Context: an optimization exercise on an open-source flow, tuned for small area, a short achievable clock period and few clock cycles per item. The choices shown serve that exercise and are no tape-out recipe. RTL that was checked went through simulation tests only; none was proved equivalent to the original. The RTL of runs 6 to 9 was laid out without a check of its function. Power is estimated from default activity; no workload was simulated.

### design/flow/config.mk
export PLATFORM = sky130hd
export DESIGN_NAME = pe8_feeder
export DESIGN_NICKNAME = pe8_feeder
export VERILOG_FILES = /design/flow/design.v
export SDC_FILE = /design/flow/constraint.sdc
export NUM_CORES = 4
export LEC_CHECK = 0
export CAP_MARGIN = 20
export CORE_MARGIN = 2
export CORE_UTILIZATION = 30
export CTS_CLUSTER_DIAMETER = 100
export CTS_CLUSTER_SIZE = 25
export SETUP_SLACK_MARGIN = 1.95
export SLEW_MARGIN = 20
### design/flow/constraint.sdc
create_clock -name core_clock -period 4.0 [get_ports {clk}]
set_input_delay 0.8000 -clock core_clock [delete_from_list [all_inputs] [get_ports {clk}]]
set_output_delay 0.8000 -clock core_clock [all_outputs]
set_load 0.01 [all_outputs]
### design/flow/design.v
module pe8_feeder #(
  parameter int N      = 32,
  parameter int Q      = 19,
  parameter int E8     = 10,
  parameter int PE_LAT = 3
) (
  input  logic            clk,
  input  logic            rst_n,
  input  logic            i_start,
  input  logic [E8-1:0]   i_cfg_en,
  output logic            o_busy,
  input  logic            i_s_valid,
  output logic            o_s_ready,
  input  logic [N-1:0]    i_s_data,
  input  logic [N-1:0]    i_s_weight,
  output logic [14*N-1:0] o_pe_in,
  output logic [14*N-1:0] o_pe_w,
  output logic [E8-1:0]   o_pe_en,
  input  logic [7*N-1:0]  i_pe_res,
  output logic            o_m_valid,
  input  logic            i_m_ready,
  output logic [N-1:0]    o_m_data,
  output logic            o_m_last,
  output logic            o_done
);
  if (Q >= N || PE_LAT < 1) begin : g_param_check
    $error("pe8_feeder: parameters need Q < N and PE_LAT >= 1");
  end
  logic          r_p_v;             
  logic [E8-1:0] r_p_cfg;
  logic          r_l_v;             
  logic [E8-1:0] r_l_cfg;
  logic [3:0]    r_idx;             
  logic          r_s_ready;
  logic          r_b_v;             
  logic [E8-1:0] r_b_cfg;
  logic          r_pe_on;           
  logic [1:0]    r_bc;              
  logic [E8-1:0] r_pe_en;
  logic          r_done;
  logic [N-1:0]  r_sd [14];
  logic [N-1:0]  r_sw [14];
  logic [N-1:0]  r_bd [3];
  logic [N-1:0]  r_bw [3];
  logic [N-1:0]  r_res [7];
  logic [6:0]    r_rv;              
  logic [6:0]    r_rl;              
  logic w_l_full, w_s_hs, w_last_hs, w_start, w_l_take;
  logic w_b_end, w_b_now, w_b_start, w_b_v_nxt, w_pe_on_nxt, w_l_v_nxt;
  logic [3:0] w_idx_nxt;
  logic w_m_hs, w_cap, w_cap_full;
  logic [6:0] w_t, w_rv_sh;
  assign w_l_full  = r_l_cfg[E8-1];
  assign w_s_hs    = i_s_valid & r_s_ready;
  assign w_last_hs = w_s_hs & (r_idx == (w_l_full ? 4'd7 : 4'd13));
  assign w_start   = i_start & ~r_p_v;
  assign w_l_take  = (~r_l_v | w_last_hs) & (r_p_v | w_start);
  assign w_l_v_nxt = w_l_take | (r_l_v & ~w_last_hs);
  assign w_idx_nxt = w_l_take ? 4'd0 : (w_s_hs ? r_idx + 4'd1 : r_idx);
  assign w_b_end   = r_pe_on & (r_bc == 2'd3);
  assign w_b_now   = w_last_hs & ~r_pe_on &
                     (w_l_full ? (r_rv[6:4] == 3'd0) : (r_rv == 7'd0));
  assign w_b_start = r_b_v & ~r_pe_on &
                     (r_b_cfg[E8-1] ? (r_rv[6:4] == 3'd0) : (r_rv == 7'd0));
  assign w_pe_on_nxt = w_b_now | w_b_start | (r_pe_on & ~w_b_end);
  assign w_b_v_nxt   = w_last_hs | (r_b_v & ~w_b_end);
  assign w_s_ready_nxt = w_l_v_nxt & ((w_idx_nxt < 4'd3) | ~w_b_v_nxt |
                                      (w_pe_on_nxt & r_pe_on & (r_bc == 2'd2)));
  always_ff @(posedge clk or negedge rst_n) begin
    if (!rst_n) begin
      r_p_v     <= 1'b0;
      r_l_v     <= 1'b0;
      r_s_ready <= 1'b0;
      r_b_v     <= 1'b0;
      r_pe_on   <= 1'b0;
      r_pe_en   <= {E8{1'b0}};
      r_rv      <= 7'd0;
      r_done    <= 1'b0;
    end else begin
      r_p_v     <= r_p_v ? ~w_l_take : (w_start & ~w_l_take);
      r_l_v     <= w_l_v_nxt;
      r_s_ready <= w_s_ready_nxt;
      r_b_v     <= w_b_v_nxt;
      r_pe_on   <= w_pe_on_nxt;
      r_pe_en   <= w_b_now ? r_l_cfg : (w_pe_on_nxt ? r_b_cfg : {E8{1'b0}});
      r_rv      <= w_cap ? (w_cap_full ? (r_cap_lo ? 7'b0000001 : w_rv_sh | 7'b0010000)
                                       : 7'b1111111)
                         : w_rv_sh;
      r_done    <= w_m_hs & r_rl[0];
    end
  end
  always_ff @(posedge clk) begin
    r_idx <= w_idx_nxt;
    r_bc  <= r_pe_on ? r_bc + 2'd1 : 2'd0;
    if (w_start & ~r_p_v & ~w_l_take) r_p_cfg <= i_cfg_en;
    if (w_l_take) r_l_cfg <= r_p_v ? r_p_cfg : i_cfg_en;
    if (w_last_hs) r_b_cfg <= r_l_cfg;
  end
  logic          w_s_ready_nxt, w_l_full_nxt;
  logic [2:0]    r_we_b;            
  logic [13:0]   r_we_s;            
  logic          r_zero;            
  logic [N-1:0]  w_zd, w_zw;
  assign w_l_full_nxt = w_l_take ? (r_p_v ? r_p_cfg[E8-1] : i_cfg_en[E8-1]) : w_l_full;
  assign w_zd = r_zero ? {N{1'b0}} : i_s_data;
  assign w_zw = r_zero ? {N{1'b0}} : i_s_weight;
  always_ff @(posedge clk) begin
    for (int k = 0; k < 3; k++) r_we_b[k] <= w_l_v_nxt & (w_idx_nxt == 4'(k));
    for (int k = 0; k < 3; k++) r_we_s[k] <= w_s_ready_nxt & (w_idx_nxt == 4'd3);
    for (int k = 3; k < 8; k++) r_we_s[k] <= w_s_ready_nxt & (w_idx_nxt == 4'(k));
    for (int k = 8; k < 14; k++)
      r_we_s[k] <= w_s_ready_nxt & ((w_idx_nxt == 4'(k)) | ((w_idx_nxt == 4'd3) & w_l_full_nxt));
    r_zero <= (w_idx_nxt == 4'd3);
  end
  always_ff @(posedge clk) begin
    for (int k = 0; k < 3; k++) begin
      if (r_we_b[k]) begin
        r_bd[k] <= i_s_data;
        r_bw[k] <= i_s_weight;
      end
      if (r_we_s[k]) begin
        r_sd[k] <= r_bd[k];
        r_sw[k] <= r_bw[k];
      end
    end
    for (int k = 3; k < 8; k++) begin
      if (r_we_s[k]) begin
        r_sd[k] <= i_s_data;
        r_sw[k] <= i_s_weight;
      end
    end
    for (int k = 8; k < 14; k++) begin
      if (r_we_s[k]) begin
        r_sd[k] <= w_zd;
        r_sw[k] <= w_zw;
      end
    end
  end
  logic r_cap;                      
  logic r_cap_lo;                   
  logic [N-1:0] w_res4;
  assign w_m_hs = r_rv[0] & i_m_ready;
  always_comb begin
    w_t[0] = w_m_hs | ~r_rv[0];
    for (int k = 1; k < 7; k++) w_t[k] = w_t[k-1] | ~r_rv[k];
  end
  assign w_rv_sh    = ({1'b0, r_rv[6:1]} & w_t) | (r_rv & ~w_t);
  assign w_cap      = r_cap;
  assign w_cap_full = r_b_cfg[E8-1];
  assign w_res4     = w_cap_full ? i_pe_res[N-1:0] : i_pe_res[4*N +: N];
  always_ff @(posedge clk or negedge rst_n) begin
    if (!rst_n) begin
      r_cap    <= 1'b0;
      r_cap_lo <= 1'b0;
    end else begin
      r_cap    <= r_pe_on & (r_bc == 2'd2);
      r_cap_lo <= r_pe_on & (r_bc == 2'd2) & (~r_b_cfg[E8-1] | (w_rv_sh == 7'd0));
    end
  end
  always_ff @(posedge clk) begin
    for (int k = 0; k < 4; k++) begin
      if (r_cap_lo) begin
        r_res[k] <= i_pe_res[k*N +: N];
        r_rl[k]  <= (k == 0) & w_cap_full;
      end else if (w_t[k]) begin
        r_res[k] <= r_res[k+1];
        r_rl[k]  <= r_rl[k+1];
      end
    end
    for (int k = 4; k < 6; k++) begin
      if (r_cap) begin
        r_res[k] <= (k == 4) ? w_res4 : i_pe_res[k*N +: N];
        r_rl[k]  <= (k == 4) & w_cap_full;
      end else if (w_t[k]) begin
        r_res[k] <= r_res[k+1];
        r_rl[k]  <= r_rl[k+1];
      end
    end
    if (r_cap) begin
      r_res[6] <= i_pe_res[6*N +: N];
      r_rl[6]  <= 1'b1;
    end
  end
  for (genvar k = 0; k < 14; k++) begin : g_slot
    assign o_pe_in[k*N +: N] = r_sd[k];
    assign o_pe_w[k*N +: N]  = r_sw[k];
  end
  assign o_busy    = r_p_v;
  assign o_s_ready = r_s_ready;
  assign o_pe_en   = r_pe_en;
  assign o_m_valid = r_rv[0];
  assign o_m_data  = r_res[0];
  assign o_m_last  = r_rl[0];
  assign o_done    = r_done;
endmodule
### design/flow/flow/run.sh
#!/bin/bash
# Standard ORFS layout with three changes: the pins of each data bit share a stretch of the die
# edge (flow/io.tcl, run just before pin placement), every port is buffered by buf_2 instead of
# the default delay-cell buffer, and repair may resize across cell footprints.
set -euo pipefail
bash standard.sh finish \
  "PRE_IO_PLACEMENT_TCL=$PWD/flow/io.tcl" \
  "BUFFER_PORTS_ARGS=-buffer_cell sky130_fd_sc_hd__buf_2" \
  MATCH_CELL_FOOTPRINT=0 > flow_make.log 2>&1
### design/flow/flow/io.tcl
# Pin regions: the pins of each data bit b (i_s_data/i_s_weight[b], o_pe_in/o_pe_w[32*s+b],
# i_pe_res[32*w+b], o_m_data[b]) share one stretch of the die edge, so the registers of that
# bit sit next to their pins. The control pins get a stretch of their own.
set block [ord::get_db_block]
set dbu [[ord::get_db_tech] getDbUnitsPerMicron]
set die [$block getDieArea]
set W [expr {([$die xMax] - [$die xMin]) / double($dbu)}]
set H [expr {([$die yMax] - [$die yMin]) / double($dbu)}]

proc esc {name idx} { return "$name\[$idx\]" }

set groups {}
for {set b 0} {$b < 32} {incr b} {
  set pins {}
  lappend pins [esc i_s_data $b] [esc i_s_weight $b] [esc o_m_data $b]
  for {set s 0} {$s < 14} {incr s} {
    lappend pins [esc o_pe_in [expr {32 * $s + $b}]] [esc o_pe_w [expr {32 * $s + $b}]]
  }
  for {set w 0} {$w < 7} {incr w} { lappend pins [esc i_pe_res [expr {32 * $w + $b}]] }
  lappend groups $pins
}
set ctl {clk rst_n i_start o_busy i_s_valid o_s_ready o_m_valid i_m_ready o_m_last o_done}
for {set i 0} {$i < 10} {incr i} { lappend ctl [esc i_cfg_en $i] [esc o_pe_en $i] }
# control pins in the middle of the sequence, so they sit mid-way along an edge
set order [concat [lrange $groups 0 15] [list $ctl] [lrange $groups 16 31]]

# walk the edges: bottom (left to right), right (bottom to top), top (right to left), left (top to
# bottom); the vertical-layer pins of the bottom and top edges pack closer, so those edges take more
set counts {10 6 10 7}
set margin 4.0
set i 0
for {set side 0} {$side < 4} {incr side} {
  set cnt [lindex $counts $side]
  if {$side == 0 || $side == 2} { set len $W } else { set len $H }
  set step [expr {($len - 2 * $margin) / $cnt}]
  for {set k 0} {$k < $cnt} {incr k} {
    set pins [lindex $order $i]
    set a [expr {$margin + $k * $step}]
    set e [expr {$a + $step}]
    switch $side {
      0 { set reg "bottom:[format %.2f $a]-[format %.2f $e]" }
      1 { set reg "right:[format %.2f $a]-[format %.2f $e]" }
      2 { set reg "top:[format %.2f [expr {$len - $e}]]-[format %.2f [expr {$len - $a}]]" }
      3 { set reg "left:[format %.2f [expr {$len - $e}]]-[format %.2f [expr {$len - $a}]]" }
    }
    set_io_pin_constraint -region $reg -pin_names $pins
    incr i
  }
}
### design/flow/standard.sh
#!/bin/bash
# synth_recipe.tcl (not shown) runs the flow's synth.tcl, then flattens the netlist and writes it again
# the make line also repeats each setting of config.mk as NAME=value (left out here)
make -C /OpenROAD-flow-scripts/flow DESIGN_CONFIG=/design/flow/config.mk WORK_HOME=/design/flow/orfs CLKGATE_MAP_FILE= SYNTH_SCRIPT=/design/flow/synth_recipe.tcl "${@:-finish}"
==> results.yml, run 1 <==
timing:
  whs_ns: 0.154
  final.setup_skew_ns: 0.0399
  tightestPinTransition_ns: 1.23
  rsz0062_at_grt: "true"
  hold_viol: 0
  fin_crit_sh: 0.523
  fmax_mhz: 478
  tns_ns: 0
  layout_min_cycle_time_ns: 2.09
  maxSlewViolCount: 0
  setup_viol: 0
  slew_headroom: 0.177
worst_hold_path:
  hold_path_class: "in -> async"
clocking:
  root_buffer: "clkbuf_16"
  clock_path_buffers: 3
  clkTransAtPathRegs_ns: 0.10
  numCtsBuffers: 67
  h-tree-depth: 3
  cts_tree: "built"
  clock_sinks: 1394
  insertion_delay_ns: 0.68
floorplanning:
  core-area_um2: 151000
  die_h_um: 394
  die_w_um: 394
  start_util: 0.301
  rows: 143
  dieArea_um2: 155000
  io_pins: 1246
synth:
  synthArstFlopShare: 0.0179
  syn_area_per_cell_um2: 23.5
  netlist_instances: 1941
  ys_ff_latch: 1394
  synth_ff_type: "edfxtp_1"
  synth_fp_nets: 2247
  ys_seq_area_frac: 0.910
  synth_cell_types: 50
  netlist_area_um2: 45600
  synth_area_leaders: "edfxtp_1, mux2_2, dfrtp_1, dfxtp_1, nor2b_1"
  yosys_warnings: 6
  synth_top_area_share: 0.886
  synth_edf_count: 1344
  synth_top_area_cell: "edfxtp_1"
final_layout:
  multi_input_area_um2: 4010
  syn2layout_area_growth_pct: 25.8
  layout.cells.non_filler: 5353
  nets: 3575
  regArea_um2: 41600
  fin_area_um2: 57300
  drive_above_1_share: 0.487
  fillCellCount: 14000
setup_path:
  cp_max_fo: 1
  path_cells: "buf_2"
  worstPathArrival_ns: 1.29
  cp.depth: 1
  cp-end-kind: "output port"
  setup.worst_path.start_class: "register"
  max_stage_delay_ns: 0.46
  r2r-start: "r_we_s[9]"
  r2r_cells: 1
  crit_family: "flip-flops"
  crit_type: "reg -> out"
  critical_path.reg2reg.endpoint: "r_sd[9][4]"
  crit_path_top_delay_cell: "dfrtp_1"
  endpoint: "o_done"
  cp.buffers_inverters: 1
  reg2reg_slack_ns: 1.92
  crit_required_ns: 3.20
  startpoint: "r_done"
route:
  vias_per_cell: 4.39
  totalWireLength_um: 128000
  firstDrtPassIters: 5
  postRouteAntennaNets: 0
  drc: 0
  dr_total_vias: 23500
  drtIter0Drc: 1862
  post_drt_wl_per_cell_um: 23.9
global_route:
  antenna_found_initial: 54
  grt_start_max_net_pins: 137
  grt-ovfl-total: 0
  grt_usage: 0.156
  grt_pass1_vias: 23100
  grt_pass1_wl_um: 173000
place:
  dp_cells: 5208
  gp_congestion: 0.799
  dpl_cell_area_um2: 54600
  port_buffers: 1245
  hpwl_um: 86100
flow_run:
  maxCapViolations: 0
power:
  p_leak_nw: 20.9
  powerDensity_nw_per_um2: 666
  vdd_ir_drop_max_uv: 504
status:
  status: "timing/DRC/antenna clean"
-- routing by layer --
metal	part of all wire	vias to the layer above	GRT usage
met4	0.024	26	0.0588
met5	0.0013	-	0
met2	0.51	1045	0.268
met3	0.082	162	0.0491
met1	0.38	12000	0.183
li1	-	10300	-
-- cell usage after synthesis, types with 2 or more instances --
cell / instances
and3b_1: 2
nor2_1: 52
mux2_2: 172
xor2_1: 2
o21ai_0: 19
nor4_1: 3
or4_1: 4
nand3_1: 5
ha_1: 3
buf_1: 6
clkbuf_1: 34
a21oi_1: 41
dfxtp_1: 25
inv_1: 8
and3_1: 2
nand3b_1: 2
nor2b_1: 68
buf_2: 4
nor3_1: 7
edfxtp_1: 1344
or2_2: 4
dfrtp_1: 25
mux2i_1: 33
nand2_1: 40
a22oi_1: 6
nor3b_1: 3
nand2b_1: 4
-- what timing repair did --
| item | in CTS | in global routing |
|---|---|---|
| pin swaps | 1 | 4 |
| hold buffers | 0 | 0 |
| cloned | 2 | 2 |
| endpoints found under the setup margin | 962 | 1010 |
| resized for setup | 65 | 93 |
| buffers inserted | 4 | 13 |
-- report_power, final --
group / internal [mW] / total, mW / switching [mW]
Combinational: 2.91 / 7.37 / 4.46
Clock: 3.29 / 7.67 / 4.38
Sequential: 20.9 / 23.2 / 2.31
Total: 27.0 / 38.2 / 11.2
-- cell usage in the layout (no fill, tap or decap), types with 40 or more instances in the layout --
cell       synthesis  routed
clkbuf_16          0      69
nor2_1            52      51
edfxtp_1        1344    1344
buf_2              4    1174
a21oi_1           41      41
mux2_2           172     172
buf_6              1      72
nand2_1           40      40
nor2b_1           68      67
buf_4              0      47
-- worst min path at each step --
stage | start | to | slack (ns) | depth (start not counted)
2_1_floorplan | r_bd[0][0] | r_sd[0][0] | 0.40 | 0
3_3_place_gp | r_bw[1][5] | r_sw[1][5] | 0.40 | 0
3_5_place_dp | r_bd[0][31] | r_sd[0][31] | 0.40 | 0
4_1_cts | rst_n | r_pe_en[6] | 0.08 | 1
5_1_grt | rst_n | r_pe_en[0] | 0.15 | 1
6_report | rst_n | r_pe_en[6] | 0.15 | 1
-- area by class of cell --
class / count / share of cell area
well taps: 2030 / 0.0443
repair buffers: 1300 / 0.125
diodes: 32 / 0.00140
clock buffers: 82 / 0.0310
multi-input cells: 498 / 0.0700
inverters: 8 / 0.000524
clock inverters: 9 / 0.00260
flip-flops and latches: 1394 / 0.725
-- registers in the layout (all words and copies together), names as in the netlist, 2 cells and up --
| name | cells |
|---|---|
| r_bw | 96 |
| r_rl | 5 |
| r_sw | 448 |
| r_l_cfg | 10 |
| r_we_s | 11 |
| r_p_cfg | 10 |
| r_idx | 4 |
| r_rv | 7 |
| r_pe_en | 10 |
| r_b_cfg | 10 |
| r_bd | 96 |
| r_sd | 448 |
| r_bc | 2 |
| r_res | 224 |
| r_we_b | 3 |
-- per-stage QoR --
step                 util  power [mW]  setup WS, ns
floorplan               -        25.9          1.35
global placement    0.361        30.3          1.38
detailed placement  0.361        30.5          1.34
CTS                 0.375        38.3          1.83
global route        0.379        39.8          1.83
finish              0.379        38.2          1.91
-- kinds of logic after synthesis --
| logic type | after synthesis | share of synthesized area |
|---|---|---|
| muxes | 205 | 0.0498 |
| and+or+nand+nor | 207 | 0.0242 |
| DFF | 1394 | 0.910 |
| buffers and inverters | 53 | 0.00464 |
| adders and majority gates | 3 | 0.000824 |
| xor gates and xnor gates | 3 | 0.000577 |
| AOI/OAI and AO/OA | 76 | 0.00961 |
Testbench counts, summed over its fixed seeds: cycles 3,394, jobs 320.
==> inputs of run 2 (changes only) <==
--- a/design/flow/config.mk
+++ b/design/flow/config.mk
@@ -9,4 +9,5 @@
 export CORE_MARGIN = 2
 export CORE_UTILIZATION = 30
+export CTS_BUF_LIST = sky130_fd_sc_hd__clkbuf_8 sky130_fd_sc_hd__clkbuf_16
 export CTS_CLUSTER_DIAMETER = 100
 export CTS_CLUSTER_SIZE = 25
==> results.yml, run 2 <==
status:
  status: "timing/DRC/antenna clean"
clocking:
  numCtsBuffers: 67
  cts_tree: "built"
  h-tree-depth: 3
  insertion_delay_ns: 0.69
  clock_path_buffers: 3
  clkTransAtPathRegs_ns: 0.10
  clock_sinks: 1394
  root_buffer: "clkbuf_16"
place:
  port_buffers: 1245
  gp_congestion: 0.799
  hpwl_um: 86100
  dp_cells: 5208
  dpl_cell_area_um2: 54600
synth:
  syn_area_per_cell_um2: 23.5
  yosys_warnings: 6
  yosysMostFrequentCell: "edfxtp_1"
  ys_seq_area_frac: 0.910
  netlist_area_um2: 45600
  synth_fp_nets: 2247
  synth_edf_count: 1344
  netlist_instances: 1941
  synth_top_area_share: 0.886
  synth_ff_type: "edfxtp_1"
  synthArstFlopShare: 0.0179
  synthTopCellsByCount: "edfxtp_1, mux2_2, nor2b_1"
  synth_cell_types: 50
  synth_top_area_cell: "edfxtp_1"
  synth_area_leaders: "edfxtp_1, mux2_2, dfrtp_1, dfxtp_1, nor2b_1"
  ys_ff_latch: 1394
setup_path:
  worstPathArrival_ns: 1.29
  path_cells: "buf_2"
  reg2reg_slack_ns: 1.94
  crit_path_top_delay_cell: "dfrtp_1"
  setup.worst_path.start_class: "register"
  critical_path.reg2reg.endpoint: "r_sd[9][4]"
  r2r_cells: 1
  cp_max_fo: 1
  max_stage_delay_ns: 0.45
  crit_family: "flip-flops"
  crit_required_ns: 3.20
  cp.buffers_inverters: 1
  crit_type: "reg -> out"
  cp-end-kind: "output port"
  r2r-start: "r_we_s[9]"
final_layout:
  multi_input_area_um2: 4010
  utilization: 0.379
  syn2layout_area_growth_pct: 25.8
  fin_area_um2: 57300
  top_regs: "r_sd (448), r_sw (448), r_res (224)"
  layout.cells.non_filler: 5352
  nets: 3575
  final_cell_mix: "edfxtp_1, buf_2, mux2_2, buf_6, clkbuf_16"
  drive_above_1_share: 0.487
  regArea_um2: 41600
  fillCellCount: 14000
  final_common_cell: "edfxtp_1"
worst_hold_path:
  hold_path_class: "in -> async"
timing:
  slew_headroom: 0.205
  hold_viol: 0
  rsz0062_at_grt: "true"
  fmax_mhz: 479
  final.setup_skew_ns: 0.0412
  whs_ns: 0.150
  setup_viol: 0
  tightestPinTransition_ns: 1.19
  fin_crit_sh: 0.522
  maxSlewViolCount: 0
  layout_min_cycle_time_ns: 2.09
  tns_ns: 0
power:
  powerDensity_nw_per_um2: 665
  p_seq_frac: 0.607
  vdd_ir_drop_max_uv: 504
  p_sw_frac: 0.292
  intPower_mw: 27.0
  p_leak_nw: 20.9
  p_switching_mw: 11.1
  p_comb_frac: 0.193
  clkPwrFrac: 0.200
route:
  post_drt_wl_per_cell_um: 23.9
  drtIter0Drc: 1886
  vias_per_cell: 4.38
  firstDrtPassIters: 5
  dr_total_vias: 23400
  postRouteAntennaNets: 0
  drc: 0
  totalWireLength_um: 128000
floorplanning:
  start_util: 0.301
  die_h_um: 394
  die_w_um: 394
  dieArea_um2: 155000
  rows: 143
  core-area_um2: 151000
  io_pins: 1246
flow_run:
  maxCapViolations: 0
global_route:
  grt-ovfl-total: 0
  grt_pass1_wl_um: 173000
  antenna_found_initial: 54
  grt_pass1_vias: 23100
  grt_usage: 0.156
  grt_start_max_net_pins: 137
[run 2: cell count changes in the layout (fill, tap and decap cells not counted), sizes merged]
| cell | change |
|---|---|
| clkbuf | -13 |
| diode | -1 |
| inv | +13 |
[run 2: final cells by class]
class	instances	share of cell area
diodes	31	0.00135
clock buffers	69	0.0301
clock inverters	22	0.00345
inverters	8	0.000524
multi-input cells	498	0.0700
flip-flops and latches	1394	0.725
well taps	2030	0.0443
repair buffers	1300	0.125
[run 2: power groups by stage]
stage | logic [mW] | registers [mW] | clock network, mW
after global routing | 7.88 | 23.5 | 8.30
after CTS | 7.10 | 23.3 | 7.88
final | 7.36 | 23.2 | 7.63
after floorplan | 1.92 | 24.0 | 0
after detailed placement | 6.95 | 23.6 | 0
after global placement | 6.87 | 23.5 | 0
[run 2: kinds of logic after synthesis]
kind of cell	share of synthesized area
compound gates	0.00961
xor+xnor	0.000577
fa+ha+maj	0.000824
buf+inv	0.00464
flops	0.910
mux	0.0498
simple gates	0.0242
[run 2: metrics by stage]
step                      power, mW  setup WS, ns
after global routing           39.7          1.83
after global placement         30.3          1.38
final                          38.2          1.91
after floorplan                25.9          1.35
after CTS                      38.3          1.83
after detailed placement       30.5          1.34
[run 2: layer usage]
layer / up-vias / wire (µm) / GRT usage
met5: - / 173 / 0
met4: 26 / 3180 / 0.0588
met3: 169 / 10600 / 0.0491
met2: 1025 / 65600 / 0.268
met1: 12000 / 48500 / 0.183
li1: 10300 / - / -
[run 2: worst max-delay path by stage]
| stage | startpoint | endpoint | depth (start not counted) |
|---|---|---|---|
| after CTS | r_pe_en[9] | o_pe_en[9] | 1 |
| final | r_done | o_done | 1 |
| after global routing | o_m_last | o_m_last | 1 |
| after detailed placement | i_m_ready | r_res[4][1] | 4 |
| after floorplan | i_m_ready | r_res[5][0] | 4 |
| after global placement | i_m_ready | r_res[4][0] | 4 |
[run 2: what timing repair did]
action,in CTS,in global routing
hold buffers,0,0
cloned,2,2
setup buffers,4,13
resized for setup,65,93
setup endpoints to repair,963,1011
pin swaps,1,4
==> inputs of run 3 (changes only) <==
--- a/design/flow/config.mk
+++ b/design/flow/config.mk
@@ -9,7 +9,6 @@
 export CORE_MARGIN = 2
 export CORE_UTILIZATION = 30
-export CTS_BUF_LIST = sky130_fd_sc_hd__clkbuf_8 sky130_fd_sc_hd__clkbuf_16
 export CTS_CLUSTER_DIAMETER = 100
 export CTS_CLUSTER_SIZE = 25
 export SETUP_SLACK_MARGIN = 1.95
-export SLEW_MARGIN = 20
+export SLEW_MARGIN = 50
==> results.yml, run 3 <==
status:
  status: "timing/DRC/antenna clean"
setup_path:
  crit_required_ns: 3.20
  r2r_cells: 6
  setup.worst_path.start_class: "register"
  cp_max_fo: 2
  max_stage_delay_ns: 0.47
  reg2reg_slack_ns: 2.02
  crit_type: "reg -> out"
  crit_family: "flip-flops"
  r2r-start: "r_p_v"
  crit_path_top_delay_cell: "edfxtp_1"
  worstPathArrival_ns: 1.31
  cp.buffers_inverters: 1
  path_cells: "buf_6"
  cp-end-kind: "output port"
  critical_path.reg2reg.endpoint: "r_we_s[9]"
global_route:
  grt_start_max_net_pins: 73
  grt-ovfl-total: 0
  antenna_found_initial: 35
  grt_usage: 0.156
  grt_pass1_wl_um: 174000
  grt_pass1_vias: 23300
timing:
  slew_headroom: 0.563
  layout_min_cycle_time_ns: 2.11
  tns_ns: 0
  hold_viol: 0
  rsz0062_at_grt: "true"
  setup_viol: 0
  maxSlewViolCount: 0
  tightestPinTransition_ns: 0.655
  fmax_mhz: 475
  fin_crit_sh: 0.527
  whs_ns: 0.0346
  setup_slack_ns: 1.89
  final.setup_skew_ns: 0.0471
floorplanning:
  dieArea_um2: 155000
  die_h_um: 394
  die_w_um: 394
  start_util: 0.301
  rows: 143
  io_pins: 1246
  core-area_um2: 151000
place:
  hpwl_um: 95600
  gp_congestion: 0.799
  port_buffers: 1245
  dpl_worst_slack_ns: 1.48
route:
  postRouteAntennaNets: 0
  totalWireLength_um: 127000
  drtIter0Drc: 1516
  drc: 0
  post_drt_wl_per_cell_um: 23.7
  dr_total_vias: 23600
  firstDrtPassIters: 5
  vias_per_cell: 4.39
clocking:
  clkTransAtPathRegs_ns: 0.10
  root_buffer: "clkbuf_16"
  cts_tree: "built"
  clock_sinks: 1394
  numCtsBuffers: 67
  clock_path_buffers: 3
  insertion_delay_ns: 0.70
  h-tree-depth: 3
  postCtsHoldBufs: 0
synth:
  ys_seq_area_frac: 0.910
  synth_fp_nets: 2247
  synth_top_area_share: 0.886
  netlist_instances: 1941
  netlist_area_um2: 45600
  synth_edf_count: 1344
  synth_ff_type: "edfxtp_1"
  syn_area_per_cell_um2: 23.5
  ys_ff_latch: 1394
  yosys_warnings: 6
  synthTopCellsByCount: "edfxtp_1, mux2_2, nor2b_1"
  yosysMostFrequentCell: "edfxtp_1"
  synth_area_leaders: "edfxtp_1, mux2_2, dfrtp_1, dfxtp_1, nor2b_1"
  synth_cell_types: 50
  synthArstFlopShare: 0.0179
  synth_top_area_cell: "edfxtp_1"
final_layout:
  top_regs: "r_sd (448), r_sw (448), r_res (224)"
  final_common_cell: "edfxtp_1"
  syn2layout_area_growth_pct: 27.3
  drive_above_1_share: 0.492
  final_cell_mix: "edfxtp_1, buf_2, mux2_2, clkbuf_16, buf_6"
  utilization: 0.383
  nets: 3608
worst_hold_path:
  hold_path_class: "in -> async"
power:
  p_leak_nw: 21.2
  vdd_ir_drop_max_uv: 457
  powerDensity_nw_per_um2: 667
  totalPowerFinal_mw: 38.7
flow_run:
  maxCapViolations: 0
## run 3: cell counts after synthesis
Identical to the previous run, type by type.
## run 3: where the power goes
group	switching, mW	internal, mW	total, mW
Combinational	5.58	3.35	8.93
Clock	4.42	3.22	7.64
Sequential	1.30	20.8	22.1
Total	11.3	27.4	38.7
## run 3: cells by family after synthesis
group	count (synthesis)	synth area share
flops	1394	0.910
mux	205	0.0498
buf+inv	53	0.00464
simple gates	207	0.0242
compound gates	76	0.00961
xor+xnor	3	0.000577
fa+ha+maj	3	0.000824
## run 3: layer usage
metal	global-route usage	wire, µm	vias up
li1	-	-	10300
met1	0.188	49700	12200
met2	0.277	66100	915
met3	0.0409	9110	146
met4	0.0409	2450	24
met5	0	160	-
## run 3: how the worst max path moves through the flow
stage	start	to	slack (ns)	depth (start not counted)
after floorplan	i_m_ready	r_res[5][0]	1.35	4
after global placement	i_m_ready	r_res[4][0]	1.38	4
after detailed placement	i_m_ready	r_res[4][31]	1.48	5
after CTS	o_m_last	o_m_last	1.82	1
after global routing	o_m_last	o_m_last	1.82	1
final	o_m_last	o_m_last	1.89	1
## run 3: cell type report
| cell class | instances | area (µm²) |
|---|---|---|
| clock inverter | 9 | 124 |
| clock buffer | 82 | 1780 |
| sequential | 1394 | 41600 |
| timing repair buffer | 1336 | 7970 |
| antenna | 18 | 45.0 |
| fill | 13900 | 93300 |
| tap | 2030 | 2540 |
| inverter | 8 | 30.0 |
| multi-input combinational | 495 | 3980 |
## run 3: stage by stage
step                cell area, µm²  instances
global placement             54600       5208
detailed placement           55400       5245
global route                 58000       5365
floorplan                    45600       1941
finish                       58000       5372
CTS                          57500       5340
## run 3: what timing repair did
item / 4_1_cts / 5_1_grt
setup endpoints to repair: 971 / 963
endpoints found under the hold margin: 0 / 0
gates cloned: 1 / 1
gates resized for setup: 72 / 80
buffers inserted: 3 / 13
pin swaps: 1 / 4
==> inputs of run 4 (changes only) <==
--- a/design/flow/config.mk
+++ b/design/flow/config.mk
@@ -11,4 +11,4 @@
 export CTS_CLUSTER_DIAMETER = 100
 export CTS_CLUSTER_SIZE = 25
-export SETUP_SLACK_MARGIN = 1.95
+export SETUP_SLACK_MARGIN = 1.9
 export SLEW_MARGIN = 50
==> results.yml, run 4 <==
status:
  status: "timing/DRC/antenna clean"
setup_path:
  cp-end-kind: "output port"
  setup.worst_path.start_class: "register"
  cp_max_fo: 2
  crit_type: "reg -> out"
  worstPathArrival_ns: 1.38
  path_cells: "buf_2"
  crit_family: "flip-flops"
  crit_path_top_delay_cell: "edfxtp_1"
  max_stage_delay_ns: 0.50
  cp.buffers_inverters: 1
  crit_required_ns: 3.20
floorplanning:
  dieArea_um2: 155000
  start_util: 0.301
  rows: 143
  die_h_um: 394
  core-area_um2: 151000
  die_w_um: 394
  io_pins: 1246
clocking:
  root_buffer: "clkbuf_16"
  clkTransAtPathRegs_ns: 0.10
  clock_path_buffers: 3
  numCtsBuffers: 68
  h-tree-depth: 3
  clock_sinks: 1394
  cts_tree: "built"
  insertion_delay_ns: 0.69
synth:
  synthArstFlopShare: 0.0179
  synth_compound_area_frac: 0.00961
  yosysMostFrequentCell: "edfxtp_1"
  synthTopCellsByCount: "edfxtp_1, mux2_2, nor2b_1"
  synth_top_family_by_area: "multiplexers"
  synth_edf_count: 1344
  synth_fp_nets: 2247
  synth_top_area_share: 0.886
  syn_area_per_cell_um2: 23.5
  synth_top_area_cell: "edfxtp_1"
  netlist_instances: 1941
  yosys_warnings: 6
  synth-xor-area-share: 0.000577
  synth_area_leaders: "edfxtp_1, mux2_2, dfrtp_1, dfxtp_1, nor2b_1"
  ys_seq_area_frac: 0.910
  synthMuxAreaShare: 0.0498
  yosys.area_share.simple: 0.0242
  synthAdderAreaFrac: 0.000824
  synth_ff_type: "edfxtp_1"
  synth_cell_types: 50
  netlist_area_um2: 45600
  ys_ff_latch: 1394
final_layout:
  multi_input_area_um2: 3980
  fin_area_um2: 57800
  syn2layout_area_growth_pct: 26.8
  final_cell_mix: "edfxtp_1, buf_2, mux2_2, clkbuf_16, nor2b_1"
  regArea_um2: 41600
  top_regs: "r_sd (448), r_sw (448), r_res (224)"
  fillCellCount: 13900
  nets: 3603
  drive_above_1_share: 0.491
  final_common_cell: "edfxtp_1"
timing:
  layout_min_cycle_time_ns: 2.18
  fin_crit_sh: 0.546
  hold_viol: 0
  final.setup_skew_ns: 0.0408
  maxSlewViolCount: 0
  tns_ns: 0
  setup_slack_ns: 1.82
  fmax_mhz: 458
  tightestPinTransition_ns: 0.625
  setup_viol: 0
  rsz0062_at_grt: "true"
  slew_headroom: 0.583
global_route:
  antenna_found_initial: 25
  grt_usage: 0.156
  grt-ovfl-total: 0
  grt_pass1_vias: 23200
  grt_start_max_net_pins: 73
  grt_pass1_wl_um: 175000
worst_hold_path:
  hold_path_class: "in -> async"
place:
  dpl_worst_slack_ns: 1.42
  gp_congestion: 0.798
  dpl_cell_area_um2: 55400
  hpwl_um: 95300
  port_buffers: 1245
route:
  post_drt_wl_per_cell_um: 23.7
  dr_total_vias: 23800
  vias_per_cell: 4.45
  drc: 0
  drtIter0Drc: 1700
  firstDrtPassIters: 5
  totalWireLength_um: 127000
  postRouteAntennaNets: 0
flow_run:
  maxCapViolations: 0
power:
  powerDensity_nw_per_um2: 669
  vdd_ir_drop_max_uv: 452
  p_leak_nw: 21.1
run 4: path summary, 6_finish.rpt:
kind / from / endpoint / slack [ns] / cells past startpoint
worst max-delay path: o_m_last / o_m_last / 1.82 / 1
worst min-delay path: rst_n / r_pe_en[0] / 0.12 / 1
worst max register to register: r_idx[0] / r_we_s[12] / 1.99 / 6
worst min register to register: r_bd[1][22] / r_sd[1][22] / 0.41 / 0
max in group asynchronous: rst_n / r_cap_lo / 3.37 / 1
min in group core_clock: i_pe_res[213] / r_res[6][21] / 0.28 / 1
run 4: power breakdown:
part           leakage, nW  internal [mW]  total, mW  switching [mW]
combinational         7.13           3.20       8.68            5.48
clock                0.963           3.29       7.78            4.48
sequential            13.0           20.8       22.2            1.36
run 4: repair_timing:
action / 4_1_cts / 5_1_grt
pin swaps: 1 / 5
setup endpoints to repair: 230 / 110
hold buffers: 0 / 0
buffers inserted: 5 / 6
gates cloned: 1 / 0
gates resized for setup: 61 / 20
run 4: final cells by class:
cell class	instances	share of cell area
Sequential cell	1394	0.719
Timing Repair Buffer	1330	0.132
Multi-Input combinational cell	495	0.0689
Tap cell	2030	0.0440
Clock buffer	81	0.0310
Clock inverter	11	0.00353
Inverter	8	0.000520
Antenna cell	7	0.000303
run 4: through the flow:
step	power [mW]	hold slack [ns]	cells	utilization
4_1_cts	38.9	0.0318	5342	0.380
2_1_floorplan	26.0	0.400	1941	-
6_report	38.6	0.115	5356	0.382
5_1_grt	40.1	0.104	5354	0.382
3_5_place_dp	31.1	0.405	5244	0.366
3_3_place_gp	30.3	0.400	5209	0.361
run 4: cell families (layout without fill, tap and decap cells):
family                     Yosys count  in the layout
adders and majority gates            3              3
AOI/OAI and AO/OA                   76             77
DFF                               1394           1394
and+or+nand+nor                    207            207
muxes                              205            205
other                                0              7
xor gates and xnor gates             3              3
buffers and inverters               53           1430
run 4: per-layer routing:
layer | share of wire | global-route usage
met1 | 0.39 | 0.187
met2 | 0.52 | 0.277
met4 | 0.019 | 0.0392
met3 | 0.071 | 0.0401
met5 | 0.0012 | 0
==> inputs of run 5 (changes only) <==
--- a/design/flow/config.mk
+++ b/design/flow/config.mk
@@ -11,4 +11,5 @@
 export CTS_CLUSTER_DIAMETER = 100
 export CTS_CLUSTER_SIZE = 25
-export SETUP_SLACK_MARGIN = 1.9
+export SETUP_SLACK_MARGIN = 1.95
 export SLEW_MARGIN = 50
+export TNS_END_PERCENT = 5
==> results.yml, run 5 <==
final_layout:
  fillCellCount: 14000
  top_regs: "r_sd (448), r_sw (448), r_res (224)"
  drive_above_1_share: 0.492
  syn2layout_area_growth_pct: 26.5
  nets: 3603
  layout.cells.non_filler: 5358
  final_common_cell: "edfxtp_1"
  final_cell_mix: "edfxtp_1, buf_2, mux2_2, clkbuf_16, nor2b_1"
setup_path:
  worstPathArrival_ns: 1.38
  crit_path_top_delay_cell: "edfxtp_1"
  cp_max_fo: 2
  cp-end-kind: "output port"
  setup.worst_path.start_class: "register"
  path_cells: "buf_2"
  crit_family: "flip-flops"
  max_stage_delay_ns: 0.51
  crit_required_ns: 3.20
  crit_type: "reg -> out"
  cp.buffers_inverters: 1
global_route:
  grt_start_max_net_pins: 73
  grt-ovfl-total: 0
  grt_pass1_wl_um: 177000
  grt_usage: 0.157
  antenna_found_initial: 31
  grt_pass1_vias: 23600
route:
  drtIter0Drc: 1641
  vias_per_cell: 4.40
  post_drt_wl_per_cell_um: 23.7
  firstDrtPassIters: 5
  dr_total_vias: 23600
  postRouteAntennaNets: 0
  drc: 0
  totalWireLength_um: 127000
synth:
  synthArstFlopShare: 0.0179
  yosysMostFrequentCell: "edfxtp_1"
  synth_area_leaders: "edfxtp_1, mux2_2, dfrtp_1, dfxtp_1, nor2b_1"
  synth_cell_types: 50
  synth_top_area_share: 0.886
  ys_ff_latch: 1394
  synth_edf_count: 1344
  syn_area_per_cell_um2: 23.5
  synth_fp_nets: 2247
  synth_top_area_cell: "edfxtp_1"
  netlist_instances: 1941
  synth_ff_type: "edfxtp_1"
  synthTopCellsByCount: "edfxtp_1, mux2_2, nor2b_1"
  yosys_warnings: 6
  netlist_area_um2: 45600
  ys_seq_area_frac: 0.910
clocking:
  numCtsBuffers: 69
  clkTransAtPathRegs_ns: 0.10
  clock_path_buffers: 3
  h-tree-depth: 3
  insertion_delay_ns: 0.69
  clock_sinks: 1394
  root_buffer: "clkbuf_16"
  cts_tree: "built"
timing:
  rsz0062_at_grt: "true"
  tns_ns: 0
  final.setup_skew_ns: 0.0363
  fin_crit_sh: 0.546
  slew_headroom: 0.514
  setup_viol: 0
  setup_slack_ns: 1.82
  fmax_mhz: 458
  hold_viol: 0
  whs_ns: 0.280
  tightestPinTransition_ns: 0.729
  layout_min_cycle_time_ns: 2.18
  maxSlewViolCount: 0
floorplanning:
  rows: 143
  io_pins: 1246
  core-area_um2: 151000
  dieArea_um2: 155000
  die_h_um: 394
  start_util: 0.301
  die_w_um: 394
power:
  vdd_ir_drop_max_uv: 506
  powerDensity_nw_per_um2: 668
  p_leak_nw: 21.0
place:
  dpl_worst_slack_ns: 1.50
  hpwl_um: 94500
  gp_congestion: 0.797
  dp_cells: 5239
  port_buffers: 1245
status:
  status: "timing/DRC/antenna clean"
worst_hold_path:
  hold_path_class: "in -> reg"
flow_run:
  maxCapViolations: 0
-- run 5: logic make-up (layout without fill, tap and decap cells) --
kind of cell	count (synthesis)	after routing	share of synthesized area
flops	1394	1394	0.910
simple gates	207	207	0.0242
mux	205	205	0.0498
compound gates	76	77	0.00961
buf+inv	53	1430	0.00464
fa+ha+maj	3	3	0.000824
xor+xnor	3	3	0.000577
other cells	0	9	0
-- run 5: worst paths after layout --
path / start / end / slack (ns) / cells past startpoint
setup / recovery: o_m_last / o_m_last / 1.82 / 1
hold / removal: i_pe_res[221] / r_res[6][29] / 0.28 / 1
setup reg to reg: r_cap_lo / r_res[1][3] / 1.98 / 2
hold reg to reg: r_bd[1][25] / r_sd[1][25] / 0.41 / 0
max in group asynchronous: rst_n / r_cap_lo / 3.06 / 2
min in group asynchronous: rst_n / r_pe_en[8] / 0.62 / 2
-- run 5: cell type report --
cell class                 instances  area, µm²  area share
clock buffer                      81       1770      0.0307
inverter                           8       30.0    0.000521
timing repair buffer            1329       7530       0.131
tap                             2030       2540      0.0441
multi-input combinational        495       3990      0.0693
sequential                      1394      41600       0.721
antenna                            9       22.5    0.000391
clock inverter                    12        191     0.00332
-- run 5: stage by stage --
step                instance area [µm²]   util  total power, mW
finish                            57600  0.381             38.5
global route                      57600  0.381             40.1
CTS                               57400  0.379             38.8
detailed placement                55300  0.365             31.0
global placement                  54600  0.360             30.3
floorplan                         45600      -             26.0
-- run 5: where the power goes --
part	internal [mW]	switching, mW
Combinational	3.12	5.55
Sequential	20.8	1.30
Clock	3.25	4.49
Total	27.2	11.3
-- run 5: what timing repair did --
action	in CTS	in global routing
resized for setup	46	27
endpoints found under the setup margin	916	1051
gates cloned	1	0
endpoints found under the hold margin	0	25
pin swaps	1	3
hold buffers	0	1
buffers inserted	8	7
-- run 5: routing by layer --
layer	track usage	vias to the layer above	wire length [µm]
met5	0	-	185
met4	0.0370	34	2370
met3	0.0431	163	8830
met2	0.278	896	65500
met1	0.191	12200	50300
li1	-	10300	-
==> inputs of run 6 (changes only) <==
--- a/design/flow/design.v
+++ b/design/flow/design.v
@@ -74,7 +74,5 @@
       r_b_v     <= 1'b0;
       r_pe_on   <= 1'b0;
-      r_pe_en   <= {E8{1'b0}};
       r_rv      <= 7'd0;
-      r_done    <= 1'b0;
     end else begin
       r_p_v     <= r_p_v ? ~w_l_take : (w_start & ~w_l_take);
@@ -83,9 +81,16 @@
       r_b_v     <= w_b_v_nxt;
       r_pe_on   <= w_pe_on_nxt;
-      r_pe_en   <= w_b_now ? r_l_cfg : (w_pe_on_nxt ? r_b_cfg : {E8{1'b0}});
       r_rv      <= w_cap ? (w_cap_full ? (r_cap_lo ? 7'b0000001 : w_rv_sh | 7'b0010000)
                                        : 7'b1111111)
                          : w_rv_sh;
-      r_done    <= w_m_hs & r_rl[0];
+    end
+  end
+  always_ff @(posedge clk) begin
+    if (!rst_n) begin
+      r_pe_en <= {E8{1'b0}};
+      r_done  <= 1'b0;
+    end else begin
+      r_pe_en <= w_b_now ? r_l_cfg : (w_pe_on_nxt ? r_b_cfg : {E8{1'b0}});
+      r_done  <= w_m_hs & r_rl[0];
     end
   end
--- a/design/flow/config.mk
+++ b/design/flow/config.mk
@@ -9,7 +9,7 @@
 export CORE_MARGIN = 2
 export CORE_UTILIZATION = 30
+export CTS_BUF_LIST = sky130_fd_sc_hd__clkbuf_8 sky130_fd_sc_hd__clkbuf_16
 export CTS_CLUSTER_DIAMETER = 100
 export CTS_CLUSTER_SIZE = 25
 export SETUP_SLACK_MARGIN = 1.95
 export SLEW_MARGIN = 50
-export TNS_END_PERCENT = 5
==> results.yml, run 6 <==
setup_path:
  cp.buffers_inverters: 1
  setup.worst_path.start_class: "register"
  crit_required_ns: 3.20
  reg2reg_slack_ns: 1.99
  r2r_cells: 7
  max_stage_delay_ns: 0.53
  cp_max_fo: 2
  cp-end-kind: "output port"
  crit_type: "reg -> out"
  worstPathArrival_ns: 1.41
  cp.depth: 1
  crit_family: "flip-flops"
  path_cells: "buf_2"
  crit_path_top_delay_cell: "edfxtp_1"
timing:
  whs_ns: 0.262
  slew_headroom: 0.609
  setup_slack_ns: 1.79
  fin_crit_sh: 0.552
  tns_ns: 0
  tightestPinTransition_ns: 0.587
  setup_viol: 0
  fmax_mhz: 453
  maxSlewViolCount: 0
  layout_min_cycle_time_ns: 2.21
  final.setup_skew_ns: 0.0615
  hold_viol: 0
  rsz0062_at_grt: "true"
final_layout:
  nets: 3613
  syn2layout_area_growth_pct: 28.1
  fin_area_um2: 58300
  final_common_cell: "edfxtp_1"
  drive_above_1_share: 0.501
  fillCellCount: 13700
  top_regs: "r_sd (448), r_sw (448), r_res (224)"
  final_cell_mix: "edfxtp_1, buf_2, mux2_2, buf_6, clkbuf_16"
  layout.cells.non_filler: 5377
  utilization: 0.388
floorplanning:
  io_pins: 1246
  start_util: 0.303
  die_w_um: 393
  die_h_um: 393
  rows: 142
  dieArea_um2: 155000
  core-area_um2: 150000
synth:
  synthArstFlopShare: 0.0100
  synth_edf_count: 1344
  syn_area_per_cell_um2: 23.6
  ys_seq_area_frac: 0.911
  netlist_area_um2: 45500
  synth_area_leaders: "edfxtp_1, mux2_2, dfxtp_1, mux2i_1, nor2b_1"
  synthTopCellsByCount: "edfxtp_1, mux2_2, nor2b_1"
  synth_ff_type: "edfxtp_1"
  synth_top_area_share: 0.887
  yosys_warnings: 6
  ys_ff_latch: 1394
  synth_top_area_cell: "edfxtp_1"
  synth_fp_nets: 2238
  synth_cell_types: 46
  yosysMostFrequentCell: "edfxtp_1"
  netlist_instances: 1932
place:
  dpl_cell_area_um2: 55300
  gp_congestion: 0.788
  dpl_worst_slack_ns: 1.16
  dp_cells: 5224
  port_buffers: 1245
  hpwl_um: 95300
clocking:
  clkTransAtPathRegs_ns: 0.10
  insertion_delay_ns: 0.71
  cts_tree: "built"
  numCtsBuffers: 69
  root_buffer: "clkbuf_16"
  clock_path_buffers: 3
  h-tree-depth: 3
  clock_sinks: 1394
route:
  postRouteAntennaNets: 0
  post_drt_wl_per_cell_um: 24.1
  dr_total_vias: 23600
  totalWireLength_um: 130000
  drtIter0Drc: 1837
  firstDrtPassIters: 5
  drc: 0
  vias_per_cell: 4.40
worst_hold_path:
  hold_path_class: "in -> reg"
  whs_path_depth: 1
global_route:
  grt.busiest_layer: "met2"
  grt_util_met1: 0.184
  use_met3: 0.0486
  grt_usage: 0.160
  antenna_found_initial: 51
  grt-ovfl-total: 0
  grt_start_max_net_pins: 71
  grt_pass1_vias: 23400
  grt_pass1_wl_um: 177000
  grt_use_met2: 0.278
status:
  status: "timing/DRC/antenna clean"
power:
  p_leak_nw: 21.3
  p_comb_frac: 0.230
  intPower_mw: 27.5
  clkPwrFrac: 0.202
  p_switching_mw: 11.5
  vdd_ir_drop_max_uv: 407
  totalPowerFinal_mw: 39.0
  p_sw_frac: 0.296
  p_seq_frac: 0.568
  powerDensity_nw_per_um2: 669
flow_run:
  maxCapViolations: 0
run 6: path summary, 6_finish.rpt:
check | startpoint | to
min in group asynchronous | rst_n | r_rv[6]
min reg2reg | r_bw[2][16] | r_sw[2][16]
max | o_m_last | o_m_last
min | i_pe_res[196] | r_res[6][4]
max reg2reg | r_rv[0] | r_res[5][7]
max in group asynchronous | rst_n | r_cap_lo
run 6: cell type report:
| class | instances | area, µm² | area share |
|---|---|---|---|
| Clock inverter | 24 | 263 | 0.00451 |
| Tap cell | 2016 | 2520 | 0.0433 |
| Timing Repair Buffer | 1346 | 8020 | 0.138 |
| Clock buffer | 71 | 1780 | 0.0305 |
| Inverter | 12 | 65.1 | 0.00112 |
| Antenna cell | 30 | 75.1 | 0.00129 |
| Multi-Input combinational cell | 484 | 4040 | 0.0693 |
| Sequential cell | 1394 | 41500 | 0.712 |
run 6: power by group through the flow:
| stage | Sequential (mW) | Clock, mW | Combinational (mW) |
|---|---|---|---|
| final | 22.1 | 7.88 | 8.95 |
| after global routing | 22.5 | 8.58 | 9.47 |
| after CTS | 22.2 | 8.11 | 8.84 |
| after detailed placement | 22.5 | 0 | 8.59 |
| after global placement | 23.6 | 0 | 6.85 |
| after floorplan | 24.1 | 0 | 1.83 |
run 6: repair_timing:
item	in CTS	in global routing
resized for setup	102	68
pin swaps	3	3
cloned	1	0
hold buffers	1	0
buffers inserted	14	11
endpoints found under the setup margin	1073	988
hold endpoints to repair	2	0
run 6: cells by family after synthesis:
group,Yosys count,synth area share
flops,1394,0.911
xor+xnor,3,0.000578
simple gates,195,0.0228
mux,215,0.0521
buf+inv,55,0.00467
fa+ha+maj,3,0.000825
compound gates,67,0.00847
run 6: metal layers:
metal	up-vias	part of all wire	wire, µm
met5	-	0.0015	195
met4	32	0.026	3310
met3	182	0.077	9940
met2	958	0.52	67200
met1	12100	0.38	49100
li1	10400	-	-
==> inputs of run 7 (changes only) <==
--- a/design/flow/config.mk
+++ b/design/flow/config.mk
@@ -9,5 +9,4 @@
 export CORE_MARGIN = 2
 export CORE_UTILIZATION = 30
-export CTS_BUF_LIST = sky130_fd_sc_hd__clkbuf_8 sky130_fd_sc_hd__clkbuf_16
 export CTS_CLUSTER_DIAMETER = 100
 export CTS_CLUSTER_SIZE = 25
==> results.yml, run 7 <==
timing:
  whs_ns: 0.260
  maxSlewViolCount: 0
  tns_ns: 0
  final.setup_skew_ns: 0.0624
  layout_min_cycle_time_ns: 2.21
  setup_slack_ns: 1.79
  fmax_mhz: 453
  fin_crit_sh: 0.552
  slew_headroom: 0.606
  hold_viol: 0
  setup_viol: 0
  tightestPinTransition_ns: 0.590
  rsz0062_at_grt: "true"
floorplanning:
  die_h_um: 393
  rows: 142
  start_util: 0.303
  io_pins: 1246
  die_w_um: 393
  dieArea_um2: 155000
  core-area_um2: 150000
synth:
  yosys_warnings: 6
  synth-xor-area-share: 0.000577
  synthTopCellsByCount: "edfxtp_1, mux2_2, nor2b_1"
  synth_area_leaders: "edfxtp_1, mux2_2, dfxtp_1, mux2i_1, nor2b_1"
  synth_top_area_cell: "edfxtp_1"
  ys_ff_latch: 1394
  synthAdderAreaFrac: 0.000825
  ys_seq_area_frac: 0.911
  synthMuxAreaShare: 0.0521
  synth_fp_nets: 2238
  yosysMostFrequentCell: "edfxtp_1"
  synth_edf_count: 1344
  syn_area_per_cell_um2: 23.6
  yosys.area_share.simple: 0.0228
  synth_compound_area_frac: 0.00847
  netlist_instances: 1932
  netlist_area_um2: 45500
  synth_top_family_by_area: "multiplexers"
  synth_top_area_share: 0.887
  synth_ff_type: "edfxtp_1"
  synth_cell_types: 46
  synthArstFlopShare: 0.0100
power:
  p_switching_mw: 11.5
  p_comb_frac: 0.229
  clkPwrFrac: 0.203
  totalPowerFinal_mw: 39.0
  vdd_ir_drop_max_uv: 408
  intPower_mw: 27.5
  p_sw_frac: 0.295
  powerDensity_nw_per_um2: 669
  p_leak_nw: 21.2
  p_seq_frac: 0.568
clocking:
  h-tree-depth: 3
  insertion_delay_ns: 0.71
  numCtsBuffers: 69
  cts_tree: "built"
  clock_sinks: 1394
  clkTransAtPathRegs_ns: 0.10
  root_buffer: "clkbuf_16"
  clock_path_buffers: 3
route:
  firstDrtPassIters: 5
  drtIter0Drc: 1862
  post_drt_wl_per_cell_um: 24.1
  drc: 0
  vias_per_cell: 4.38
  postRouteAntennaNets: 0
  totalWireLength_um: 130000
  dr_total_vias: 23500
setup_path:
  crit_type: "reg -> out"
  path_cells: "buf_2"
  cp_max_fo: 2
  cp.depth: 1
  cp.buffers_inverters: 1
  worstPathArrival_ns: 1.41
  setup.worst_path.start_class: "register"
  r2r_cells: 7
  cp-end-kind: "output port"
  max_stage_delay_ns: 0.53
  crit_path_top_delay_cell: "edfxtp_1"
  startpoint: "o_m_last"
  crit_family: "flip-flops"
  r2r-start: "r_rv[0]"
  crit_required_ns: 3.20
place:
  hpwl_um: 95300
  dp_cells: 5224
  port_buffers: 1245
  gp_congestion: 0.788
  dpl_worst_slack_ns: 1.16
global_route:
  grt_pass1_vias: 23400
  grt_pass1_wl_um: 177000
  grt-ovfl-total: 0
  antenna_found_initial: 51
  grt_usage: 0.160
  grt_start_max_net_pins: 71
final_layout:
  fillCellCount: 13700
  final_common_cell: "edfxtp_1"
  top_regs: "r_sd (448), r_sw (448), r_res (224)"
  final_cell_mix: "edfxtp_1, buf_2, mux2_2, buf_6, clkbuf_16"
  drive_above_1_share: 0.501
  syn2layout_area_growth_pct: 28.1
  nets: 3613
  layout.cells.non_filler: 5378
  regArea_um2: 41500
  multi_input_area_um2: 4040
worst_hold_path:
  whs_path_depth: 1
  hold_path_class: "in -> reg"
  hold_path.startpoint: "i_pe_res[196]"
status:
  status: "timing/DRC/antenna clean"
flow_run:
  maxCapViolations: 0
-- run 7: cell counts after synthesis --
No cell type changed its count.
-- run 7: worst paths after layout --
path,endpoint,slack (ns)
max in group asynchronous,r_cap_lo,2.98
min reg2reg,r_sw[2][16],0.40
min in group asynchronous,r_rv[6],0.62
max reg2reg,r_res[5][7],1.99
max,o_m_last,1.79
min,r_res[6][4],0.26
-- run 7: timing repair --
item                                    in CTS  in global routing
hold buffers                                 1                  0
pin swaps                                    3                  3
gates cloned                                 1                  0
gates resized for setup                    102                 68
setup buffers                               14                 11
endpoints found under the setup margin    1073                988
hold endpoints to repair                     2                  0
-- run 7: cells by family (layout without fill, tap and decap cells) --
logic type               after synthesis  count (layout)
adder cells (fa/ha/maj)                3               3
AND/OR/NAND/NOR                      195             196
AO/OA/AOI/OAI                         67              67
buffers and inverters                 55            1453
flip-flops                          1394            1394
multiplexers                         215             215
other                                  0              31
XOR/XNOR                               3               3
-- run 7: power by group through the flow --
stage	Clock, mW	Combinational [mW]	Sequential [mW]
global placement	0	6.85	23.6
floorplan	0	1.83	24.1
global route	8.61	9.47	22.5
finish	7.91	8.95	22.1
CTS	8.14	8.84	22.2
detailed placement	0	8.59	22.5
-- run 7: layout make-up --
| cell class | instances | area share |
|---|---|---|
| sequential | 1394 | 0.712 |
| timing repair buffer | 1346 | 0.138 |
| multi-input combinational | 484 | 0.0693 |
| tap | 2016 | 0.0433 |
| clock buffer | 83 | 0.0313 |
| clock inverter | 12 | 0.00373 |
| antenna | 31 | 0.00133 |
| inverter | 12 | 0.00112 |
-- run 7: metrics by stage --
step / instance area [µm²] / util
2_1_floorplan: 45600 / -
3_3_place_gp: 54600 / 0.364
3_5_place_dp: 55300 / 0.368
4_1_cts: 57800 / 0.385
5_1_grt: 58300 / 0.388
6_report: 58300 / 0.388
-- run 7: routing by layer --
layer	routed length [µm]	global-route usage
met1	49000	0.184
met2	67200	0.278
met3	10000	0.0486
met4	3300	0.0622
met5	195	0
==> inputs of run 8 (changes only) <==
--- a/design/flow/config.mk
+++ b/design/flow/config.mk
@@ -11,4 +11,4 @@
 export CTS_CLUSTER_DIAMETER = 100
 export CTS_CLUSTER_SIZE = 25
-export SETUP_SLACK_MARGIN = 1.95
+export SETUP_SLACK_MARGIN = 1.9
 export SLEW_MARGIN = 50
==> results.yml, run 8 <==
global_route:
  grt-ovfl-total: 0
  grt_pass1_wl_um: 176000
  antenna_found_initial: 24
  grt_start_max_net_pins: 93
  grt_usage: 0.158
  grt_pass1_vias: 23400
setup_path:
  cp.buffers_inverters: 1
  cp_max_fo: 2
  crit_type: "reg -> out"
  worstPathArrival_ns: 1.40
  cp-end-kind: "output port"
  crit_path_top_delay_cell: "edfxtp_1"
  crit_family: "flip-flops"
  crit_required_ns: 3.20
  setup.worst_path.start_class: "register"
  max_stage_delay_ns: 0.54
  path_cells: "buf_2"
route:
  postRouteAntennaNets: 0
  drc: 0
  post_drt_wl_per_cell_um: 24.0
  totalWireLength_um: 128000
  firstDrtPassIters: 6
  drtIter0Drc: 1769
  dr_total_vias: 23500
  vias_per_cell: 4.40
clocking:
  insertion_delay_ns: 0.68
  clkTransAtPathRegs_ns: 0.10
  clock_sinks: 1394
  cts_tree: "built"
  clock_path_buffers: 3
  root_buffer: "clkbuf_16"
  numCtsBuffers: 68
  h-tree-depth: 3
place:
  gp_congestion: 0.791
  hpwl_um: 94500
  dpl_worst_slack_ns: 1.41
  port_buffers: 1245
synth:
  ys_ff_latch: 1394
  synth_ff_type: "edfxtp_1"
  yosys_warnings: 6
  synthTopCellsByCount: "edfxtp_1, mux2_2, nor2b_1"
  synth_top_area_share: 0.887
  ys_seq_area_frac: 0.911
  netlist_instances: 1932
  synth_fp_nets: 2238
  synthArstFlopShare: 0.0100
  netlist_area_um2: 45500
  synth_top_area_cell: "edfxtp_1"
  synth_cell_types: 46
  synth_area_leaders: "edfxtp_1, mux2_2, dfxtp_1, mux2i_1, nor2b_1"
  synth_edf_count: 1344
  yosysMostFrequentCell: "edfxtp_1"
  syn_area_per_cell_um2: 23.6
flow_run:
  maxCapViolations: 0
power:
  powerDensity_nw_per_um2: 668
  p_leak_nw: 21.0
  vdd_ir_drop_max_uv: 479
floorplanning:
  core-area_um2: 150000
  dieArea_um2: 155000
  die_h_um: 393
  rows: 142
  start_util: 0.303
  die_w_um: 393
  io_pins: 1246
timing:
  slew_headroom: 0.559
  tns_ns: 0
  setup_viol: 0
  fin_crit_sh: 0.551
  tightestPinTransition_ns: 0.662
  layout_min_cycle_time_ns: 2.20
  fmax_mhz: 454
  setup_slack_ns: 1.80
  hold_viol: 0
  final.setup_skew_ns: 0.0424
  maxSlewViolCount: 0
  rsz0062_at_grt: "true"
worst_hold_path:
  hold_path_class: "in -> reg"
final_layout:
  fillCellCount: 13800
  final_cell_mix: "edfxtp_1, buf_2, mux2_2, clkbuf_16, nor2b_1"
  nets: 3592
  final_common_cell: "edfxtp_1"
  drive_above_1_share: 0.494
  syn2layout_area_growth_pct: 26.5
  top_regs: "r_sd (448), r_sw (448), r_res (224)"
status:
  status: "timing/DRC/antenna clean"
==> run 8: cell counts after synthesis <==
No cell type changed its count.
==> run 8: path summary, 6_finish.rpt <==
path                                from           end  slack, ns  depth (start not counted)
setup / recovery                o_m_last      o_m_last       1.80                          1
hold / removal             i_pe_res[216]  r_res[6][24]       0.29                          1
setup reg to reg              r_l_cfg[9]     r_we_s[9]       2.00                          5
hold reg to reg              r_bw[0][24]   r_sw[0][24]       0.40                          0
max in group asynchronous          rst_n         r_cap       2.94                          2
min in group asynchronous          rst_n         r_p_v       0.68                          2
==> run 8: where the power goes <==
| part | switching [mW] | internal, mW |
|---|---|---|
| sequential | 1.36 | 20.8 |
| clock | 4.43 | 3.24 |
| combinational | 5.55 | 3.05 |
| total | 11.3 | 27.1 |
==> run 8: logic make-up after synthesis <==
group	count (synthesis)	share of synthesized area
compound gates	67	0.00847
xor+xnor	3	0.000578
fa+ha+maj	3	0.000825
buf+inv	55	0.00467
flops	1394	0.911
mux	215	0.0521
simple gates	195	0.0228
==> run 8: timing repair <==
item | 4_1_cts | 5_1_grt
cloned | 0 | 1
buffers inserted | 5 | 9
gates resized for setup | 60 | 23
pin swaps | 1 | 5
endpoints found under the hold margin | 10 | 0
hold buffers | 1 | 0
endpoints found under the setup margin | 175 | 146
==> run 8: final cells by class <==
class,count,area (µm²),share of cell area
Antenna cell,15,37.5,0.000652
Timing Repair Buffer,1326,7480,0.130
Sequential cell,1394,41500,0.721
Inverter,12,65.1,0.00113
Tap cell,2016,2520,0.0438
Clock buffer,81,1770,0.0308
Clock inverter,11,156,0.00272
Multi-Input combinational cell,484,4020,0.0699
==> run 8: stage by stage <==
| step | instances | hold slack, ns | total power, mW | utilization | cell area (µm²) |
|---|---|---|---|---|---|
| CTS | 5313 | 0.200 | 38.8 | 0.382 | 57300 |
| floorplan | 1932 | 0.400 | 26.0 | - | 45600 |
| finish | 5339 | 0.293 | 38.5 | 0.383 | 57600 |
| global placement | 5189 | 0.400 | 30.4 | 0.363 | 54600 |
| detailed placement | 5215 | 0.405 | 31.0 | 0.367 | 55100 |
| global route | 5333 | 0.226 | 40.0 | 0.383 | 57500 |
==> run 8: routing by layer <==
metal / track usage / share of wire / up-vias
met1: 0.189 / 0.39 / 12100
met5: 0 / 0.00090 / -
met4: 0.0416 / 0.017 / 18
met2: 0.281 / 0.52 / 906
met3: 0.0392 / 0.067 / 127
li1: - / - / 10300
==> inputs of run 9 (changes only) <==
--- a/design/flow/config.mk
+++ b/design/flow/config.mk
@@ -11,4 +11,5 @@
 export CTS_CLUSTER_DIAMETER = 100
 export CTS_CLUSTER_SIZE = 25
-export SETUP_SLACK_MARGIN = 1.9
+export SETUP_SLACK_MARGIN = 2.05
 export SLEW_MARGIN = 50
+export TNS_END_PERCENT = 5
==> results.yml, run 9 <==
status:
  status: "timing/DRC/antenna clean"
setup_path:
  r2r_cells: 6
  setup.worst_path.start_class: "register"
  cp_max_fo: 2
  cp.depth: 1
  cp-end-kind: "output port"
  max_stage_delay_ns: 0.45
  crit_type: "reg -> out"
  crit_family: "flip-flops"
  worstPathArrival_ns: 1.31
  crit_required_ns: 3.20
  crit_path_top_delay_cell: "edfxtp_1"
  cp.buffers_inverters: 1
  path_cells: "buf_2"
final_layout:
  syn2layout_area_growth_pct: 26.7
  final_cell_mix: "edfxtp_1, buf_2, mux2_2, clkbuf_16, nor2b_1"
  final_common_cell: "edfxtp_1"
  nets: 3603
  top_regs: "r_sd (448), r_sw (448), r_res (224)"
  drive_above_1_share: 0.495
  fillCellCount: 13700
global_route:
  grt_usage: 0.158
  grt-ovfl-total: 0
  grt_pass1_vias: 23300
  grt_start_max_net_pins: 81
  grt_pass1_wl_um: 177000
  antenna_found_initial: 28
timing:
  whs_ns: 0.285
  layout_min_cycle_time_ns: 2.11
  tns_ns: 0
  final.setup_skew_ns: 0.0431
  maxSlewViolCount: 0
  rsz0062_at_grt: "true"
  tightestPinTransition_ns: 0.670
  setup_viol: 0
  hold_viol: 0
  fin_crit_sh: 0.527
  slew_headroom: 0.553
  fmax_mhz: 474
route:
  dr_total_vias: 23700
  postRouteAntennaNets: 0
  drtIter0Drc: 1754
  firstDrtPassIters: 8
  post_drt_wl_per_cell_um: 24.3
  drc: 0
  vias_per_cell: 4.44
  totalWireLength_um: 130000
synth:
  synth_top_area_share: 0.887
  synthArstFlopShare: 0.0100
  synth_cell_types: 46
  synth_top_area_cell: "edfxtp_1"
  synth_ff_type: "edfxtp_1"
  netlist_area_um2: 45500
  synthTopCellsByCount: "edfxtp_1, mux2_2, nor2b_1"
  synth_fp_nets: 2238
  syn_area_per_cell_um2: 23.6
  synth_area_leaders: "edfxtp_1, mux2_2, dfxtp_1, mux2i_1, nor2b_1"
  synth_edf_count: 1344
  netlist_instances: 1932
  yosys_warnings: 6
  ys_seq_area_frac: 0.911
  ys_ff_latch: 1394
  yosysMostFrequentCell: "edfxtp_1"
floorplanning:
  io_pins: 1246
  die_h_um: 393
  rows: 142
  dieArea_um2: 155000
  core-area_um2: 150000
  die_w_um: 393
  start_util: 0.303
place:
  gp_congestion: 0.786
  hpwl_um: 95800
  port_buffers: 1245
clocking:
  cts_tree: "built"
  h-tree-depth: 3
  numCtsBuffers: 67
  clock_path_buffers: 3
  clock_sinks: 1394
  insertion_delay_ns: 0.69
  clkTransAtPathRegs_ns: 0.10
  root_buffer: "clkbuf_16"
power:
  p_leak_nw: 21.0
  powerDensity_nw_per_um2: 669
  totalPowerFinal_mw: 38.6
  vdd_ir_drop_max_uv: 423
flow_run:
  maxCapViolations: 0
worst_hold_path:
  whs_path_depth: 1
  hold_path_class: "in -> reg"
[run 9: cells by family (layout without fill, tap and decap cells)]
group,count (synthesis),count (layout),share of synthesized area
DFF,1394,1394,0.911
AOI/OAI and AO/OA,67,68,0.00847
and+or+nand+nor,195,196,0.0228
other,0,12,0
muxes,215,215,0.0521
xor gates and xnor gates,3,3,0.000578
adders and majority gates,3,3,0.000825
buffers and inverters,55,1441,0.00467
[run 9: routing by layer]
layer  part of all wire  track usage  wire length [µm]
met5             0.0011            0               146
met4              0.016       0.0352              2110
met3              0.069       0.0420              8940
met2               0.53        0.285             68200
met1               0.39        0.188             50400
[run 9: final timing paths]
kind	slack, ns	to	startpoint
worst max-delay path	1.89	o_m_last	o_m_last
worst min-delay path	0.28	r_res[6][2]	i_pe_res[194]
worst max register to register	1.99	r_res[5][0]	r_rv[1]
worst min register to register	0.41	r_sw[2][10]	r_bw[2][10]
max in group asynchronous	2.98	r_cap	rst_n
min in group asynchronous	0.66	r_pe_on	rst_n
[run 9: repair_timing]
item                       4_1_cts  5_1_grt
setup endpoints to repair     1180     1176
buffers inserted                 6       12
gates resized for setup         17       51
hold endpoints to repair        14        0
gates cloned                     0        2
pin swaps                        1        5
hold buffers                     1        0
[run 9: area by class of cell]
class,count,area [µm²],area share
clock inverter,12,181,0.00315
antenna,12,30.0,0.000521
sequential,1394,41500,0.720
tap,2016,2520,0.0438
clock buffer,80,1750,0.0303
multi-input combinational,485,4040,0.0700
timing repair buffer,1337,7540,0.131
inverter,12,68.8,0.00119
[run 9: power breakdown]
group | internal, mW | switching (mW) | leakage [nW] | total (mW)
Combinational | 3.11 | 5.69 | 7.12 | 8.80
Clock | 3.20 | 4.45 | 0.929 | 7.65
Sequential | 20.8 | 1.30 | 13.0 | 22.1
[run 9: per-stage QoR]
step / std cells / utilization / setup slack [ns] / area (µm²)
2_1_floorplan: 1932 / - / 0.989 / 45500
3_3_place_gp: 5194 / 0.364 / 0.875 / 54600
3_5_place_dp: 5223 / 0.368 / 0.726 / 55200
4_1_cts: 5322 / 0.382 / 1.77 / 57300
5_1_grt: 5343 / 0.384 / 1.83 / 57600
6_report: 5348 / 0.384 / 1.89 / 57600
